This design comes from an exercise in tuning for small area on the open sky130 flow, not from production work. Function was checked by simulation only, so behaviour that the tests miss may differ from the original. Power figures rest on the tool's default switching activity, not on a simulated workload.

==> run a: inputs <==
==> flow/design.v <==
module dec_ao22 (
    input  logic a1, a2, b1, b2,
    output logic y
);
    assign y = (a1 & a2) | (b1 & b2);
endmodule
module dec_aoi222 (
    input  logic a1, a2, b1, b2, c1, c2,
    output logic y
);
    assign y = ~((a1 & a2) | (b1 & b2) | (c1 & c2));
endmodule
module dec_nand4 (
    input  logic [3:0] t,
    output logic       y
);
    assign y = ~(&t);
endmodule
module dec_tail (
    input  logic t1, t2, a1, a2, b1, b2,
    output logic y
);
    assign y = ~(t1 & t2) | (a1 & a2) | (b1 & b2);
endmodule
module dec_or3 (
    input  logic a, b, c,
    output logic y
);
    assign y = a | b | c;
endmodule
module dec_rdbit (
    input  logic [31:0] s,
    input  logic [31:0] d,
    output logic        y
);
    logic [9:0] t;
    logic       x0, x1, x2;
    for (genvar k = 0; k < 10; k++) begin : g_aoi
        dec_aoi222 u_aoi (
            .a1(s[3*k]),   .a2(d[3*k]),
            .b1(s[3*k+1]), .b2(d[3*k+1]),
            .c1(s[3*k+2]), .c2(d[3*k+2]),
            .y (t[k])
        );
    end
    dec_nand4 u_n0 (.t(t[3:0]), .y(x0));
    dec_nand4 u_n1 (.t(t[7:4]), .y(x1));
    dec_tail  u_n2 (.t1(t[8]), .t2(t[9]), .a1(s[30]), .a2(d[30]), .b1(s[31]), .b2(d[31]), .y(x2));
    dec_or3   u_or (.a(x0), .b(x1), .c(x2), .y(y));
endmodule
module decode (
    input  logic        clock,
    input  logic        reset,
    input  logic [31:0] instruccion,
    input  logic        instruccion_valida,
    output logic        instruccion_lista,
    input  logic        wb_escribe,
    input  logic [4:0]  wb_registro,
    input  logic [31:0] wb_dato,
    input  logic        ex_listo,
    output logic        valido,
    output logic [31:0] registro_1,
    output logic [31:0] registro_2,
    output logic [31:0] sign_extend,
    output logic        sel,
    output logic        op,
    output logic [4:0]  reg_destino,
    output logic        escribe_reg,
    output logic        lee_mem,
    output logic        escribe_mem,
    output logic        ilegal
);
    localparam logic [5:0] OPC_RTYPE = 6'h00;
    localparam logic [5:0] OPC_ADDI  = 6'h08;
    localparam logic [5:0] OPC_LW    = 6'h23;
    localparam logic [5:0] OPC_SW    = 6'h2B;
    localparam logic [5:0] FUN_ADD   = 6'h20;
    localparam logic [5:0] FUN_SUB   = 6'h22;
    logic [5:0]  opcode, funct;
    logic [4:0]  rs, rt, rd;
    logic [15:0] imm;
    assign opcode = instruccion[31:26];
    assign rs     = instruccion[25:21];
    assign rt     = instruccion[20:16];
    assign rd     = instruccion[15:11];
    assign imm    = instruccion[15:0];
    assign funct  = instruccion[5:0];
    logic       legal, usa_rt;
    logic       d_sel, d_op, d_lm, d_em;
    logic [4:0] d_dest;
    always_comb begin
        legal  = 1'b0;
        usa_rt = 1'b0;
        d_sel  = 1'b0;
        d_op   = 1'b0;
        d_lm   = 1'b0;
        d_em   = 1'b0;
        d_dest = 5'd0;
        case (opcode)
            OPC_RTYPE: begin
                usa_rt = 1'b1;
                legal  = (funct == FUN_ADD) || (funct == FUN_SUB);
                d_op   = funct[1];
                d_dest = rd;
            end
            OPC_ADDI, OPC_LW: begin
                legal  = 1'b1;
                d_sel  = 1'b1;
                d_dest = rt;
                d_lm   = opcode[5];
            end
            OPC_SW: begin
                legal  = 1'b1;
                usa_rt = 1'b1;
                d_sel  = 1'b1;
                d_em   = 1'b1;
            end
            default: ;
        endcase
    end
    logic avanza, hazard, acepta;
    assign avanza = ex_listo || !valido;
    assign hazard = instruccion_valida && valido && lee_mem && (reg_destino != 5'd0) &&
                    ((rs == reg_destino) || (usa_rt && (rt == reg_destino)));
    assign instruccion_lista = reset && avanza && !hazard;
    assign acepta            = instruccion_valida && instruccion_lista;
    logic [31:0] we;           
    logic [31:0] escrito;      
    logic [31:0] rf [32];      
    logic [31:0] rf_d [32];
    always_comb begin
        for (int i = 0; i < 32; i++)
            we[i] = wb_escribe && (wb_registro == i[4:0]) && (i != 0);
    end
    always_ff @(posedge clock or negedge reset) begin
        if (!reset) escrito <= '0;
        else        escrito <= escrito | we;
    end
    for (genvar i = 1; i < 32; i++) begin : g_row
        for (genvar j = 0; j < 32; j++) begin : g_bit
            dec_ao22 u_nx (
                .a1(rf[i][j]), .a2(!we[i]),
                .b1(wb_dato[j]), .b2(we[i]),
                .y (rf_d[i][j])
            );
        end
    end
    always_ff @(posedge clock) begin
        for (int i = 1; i < 32; i++) rf[i] <= rf_d[i];
    end
    logic [31:0] s1, s2;
    always_comb begin
        s1[0] = !avanza;
        s2[0] = !avanza;
        for (int i = 1; i < 32; i++) begin
            s1[i] = avanza && escrito[i] && (rs == i[4:0]);
            s2[i] = avanza && escrito[i] && (rt == i[4:0]);
        end
    end
    logic [31:0] r1_d, r2_d;
    for (genvar j = 0; j < 32; j++) begin : g_rd
        logic [31:0] d1, d2;
        always_comb begin
            d1[0] = registro_1[j];
            d2[0] = registro_2[j];
            for (int i = 1; i < 32; i++) begin
                d1[i] = rf[i][j];
                d2[i] = rf[i][j];
            end
        end
        dec_rdbit u_r1 (.s(s1), .d(d1), .y(r1_d[j]));
        dec_rdbit u_r2 (.s(s2), .d(d2), .y(r2_d[j]));
    end
    always_ff @(posedge clock or negedge reset) begin
        if (!reset) begin
            valido <= 1'b0;
            ilegal <= 1'b0;
        end else if (avanza) begin
            valido <= acepta && legal;
            ilegal <= acepta && !legal;
        end
    end
    always_ff @(posedge clock) begin
        registro_1 <= r1_d;
        registro_2 <= r2_d;
    end
    logic        em_q;
    logic [15:0] imm_q;
    logic [24:0] cf_q, cf_n, cf_d;
    assign cf_n = {imm, d_dest, d_sel, d_op, d_lm, d_em};
    assign {imm_q, reg_destino, sel, op, lee_mem, em_q} = cf_q;
    for (genvar j = 0; j < 25; j++) begin : g_cf
        dec_ao22 u_nx (
            .a1(cf_q[j]), .a2(!avanza),
            .b1(cf_n[j]), .b2(avanza),
            .y (cf_d[j])
        );
    end
    always_ff @(posedge clock) cf_q <= cf_d;
    assign sign_extend = {{16{imm_q[15]}}, imm_q};
    assign escribe_mem = em_q;
    assign escribe_reg = !em_q;
endmodule
==> flow/flow/run.sh <==
#!/bin/bash
set -euo pipefail
bash standard.sh \
  BUFFER_PORTS_ARGS="-buffer_cell sky130_fd_sc_hd__buf_1" \
  CTS_ARGS="-sink_clustering_enable -repair_clock_nets -dont_use_dummy_load -sink_clustering_size 16 -sink_clustering_max_diameter 50 -buf_list sky130_fd_sc_hd__clkbuf_8" \
  finish > make_finish.log 2>&1
==> flow/standard.sh <==
#!/bin/bash
# synth_recipe.tcl (not shown) runs the flow's synth.tcl, then flattens the netlist and writes it again
# the make line also repeats each setting of config.mk as NAME=value (left out here)
make -C /OpenROAD-flow-scripts/flow DESIGN_CONFIG=/design/flow/config.mk WORK_HOME=/design/flow/orfs CLKGATE_MAP_FILE= SYNTH_SCRIPT=/design/flow/synth_recipe.tcl "${@:-finish}"
==> flow/config.mk <==
export PLATFORM = sky130hd
export DESIGN_NAME = decode
export DESIGN_NICKNAME = decode
export VERILOG_FILES = /design/flow/design.v
export SDC_FILE = /design/flow/constraint.sdc
export NUM_CORES = 4
export LEC_CHECK = 0
export CAP_MARGIN = 10
export CELL_PAD_IN_SITES_DETAIL_PLACEMENT = 1
export CORE_MARGIN = 2
export CORE_UTILIZATION = 55
export CTS_BUF_LIST = sky130_fd_sc_hd__clkbuf_8
export CTS_CLUSTER_DIAMETER = 50
export CTS_CLUSTER_SIZE = 16
export PLACE_DENSITY = 0.62
export SLEW_MARGIN = 10
export SYNTH_HIERARCHICAL = 1
export SYNTH_MINIMUM_KEEP_SIZE = 0
==> flow/constraint.sdc <==
create_clock -name core_clock -period 5.0 [get_ports {clock}]
set_input_delay 1.0000 -clock core_clock [delete_from_list [all_inputs] [get_ports {clock}]]
set_output_delay 1.0000 -clock core_clock [all_outputs]
set_load 0.01 [all_outputs]
==> run b (differences from run a) <==
==> flow/flow/run.sh (replaced) <==
#!/bin/bash
set -euo pipefail
bash standard.sh \
  BUFFER_PORTS_ARGS="-buffer_cell sky130_fd_sc_hd__buf_1" \
  CTS_ARGS="-sink_clustering_enable -repair_clock_nets -dont_use_dummy_load -sink_clustering_size 16 -sink_clustering_max_diameter 70 -buf_list sky130_fd_sc_hd__clkbuf_8" \
  finish > make_finish.log 2>&1
--- a/flow/config.mk
+++ b/flow/config.mk
@@ -7,3 +7,3 @@
 export LEC_CHECK = 0
-export CAP_MARGIN = 10
+export CAP_MARGIN = 20
 export CELL_PAD_IN_SITES_DETAIL_PLACEMENT = 1
@@ -12,6 +12,6 @@
 export CTS_BUF_LIST = sky130_fd_sc_hd__clkbuf_8
-export CTS_CLUSTER_DIAMETER = 50
+export CTS_CLUSTER_DIAMETER = 70
 export CTS_CLUSTER_SIZE = 16
 export PLACE_DENSITY = 0.62
-export SLEW_MARGIN = 10
+export SLEW_MARGIN = 20
 export SYNTH_HIERARCHICAL = 1
==> notes.md <==
Of run b and run a, run b has the higher sequential share of layout area (gap 0.43 points). In non-clock buffer count, run b and run a do not differ. Sequential power is about the same in run a and run b. Of run a and run b, run a has the higher global-route usage (gap 0.43 points). Against run a, the first-iteration DRC count of run b is lower by 1.3%. Area after synthesis is the same in run a and run b. In via count, run b and run a hardly differ. In run b the clock skew is lower than in run a, by 56 ps. Sequential cell count is the same in run b and run a. Between run a and run b, the lower core utilization is in run b (gap 0.54 points). Against run b, the power of run a is higher by about 3%.
==> figures <==
|  | run a | run b |
|---|---|---|
| Worst hold margin | 268.2 ps | 288.5 ps |
| Overall global routing resource usage | 49.47% | 49.04% |
| Switching power summed over all nets | 5.790 mW | 5.682 mW |
| Total area of multi-input combinational cells | 0.01863 mm2 | 0.01863 mm2 |
| Outcome | finished clean | finished clean |
| Non-filler cells in the finished layout | 4780 | 4750 |
| Cell leakage power | 17.85 nW | 17.64 nW |
| R2r worst-path depth | 7 | 8 |
| Layout-stage area growth over the synthesis result | 10.66% | 9.693% |
| Fin crit share | 74.97% | 75.51% |
| Clock net power | 4.92 mW | 4.34 mW |
| Maximum resistive drop on vdd | 0.2839 mV | 0.2514 mV |
| Critical path buffers and inverters | 4 | 3 |
| Util after Layout | 61.61% | 61.08% |
| Antenna violations before repair | 10 | 11 |
| Switching power as a share of total power | 29.09% | 29.44% |
| GRT met1 Usage | 60.97% | 60.96% |
| Part of the total power dissipated in the clock network | 24.7% | 22.5% |
| Drt initial violations | 8807 | 8693 |
| Multi-input gate share of total cell area | 40.48% | 40.84% |
| Power share of the combinational group | 13.9% | 14.3% |
| Tightest slew margin relative to the limit | 15.30% | 21.80% |
| Layout cells sized above 1 | 8.042% | 7.362% |

-- re-timing with driven ports --
The results above use ideal ports. As a check the final layouts listed here were re-extracted and re-timed, cells and wires unchanged.
Step 1 (the two cells are an assumption about what drives the block):
set clk [get_ports {clock}]
set_driving_cell -lib_cell sky130_fd_sc_hd__clkbuf_16 $clk
set_driving_cell -lib_cell sky130_fd_sc_hd__buf_2 [delete_from_list [all_inputs] $clk]
Step 2 adds t to the input delays and takes it off the output delays; t is the mean of the earliest and latest rising clock arrival at the registers after step 1. Input paths then give back, and output paths get back, about the clock's delay inside the block.
Three values: no drivers, after step 1, after step 2; two values: the first two.
run	t, ns	slack for setup (ns)	hold slack, ns	worst setup path after step 2	worst register clock-pin slew, ns
run a	0.823	1.252 / 1.200 / 0.638	0.268 / 0.222 / 0.484	input to register	0.11 / 0.11
run b	0.810	1.225 / 1.148 / 0.535	0.288 / 0.240 / 0.492	input to register	0.11 / 0.11
After both steps every run listed still meets setup and hold. For run b, which loses most, drivers alone change the setup slack by -0.077 ns; drivers and shift together by -0.690 ns.
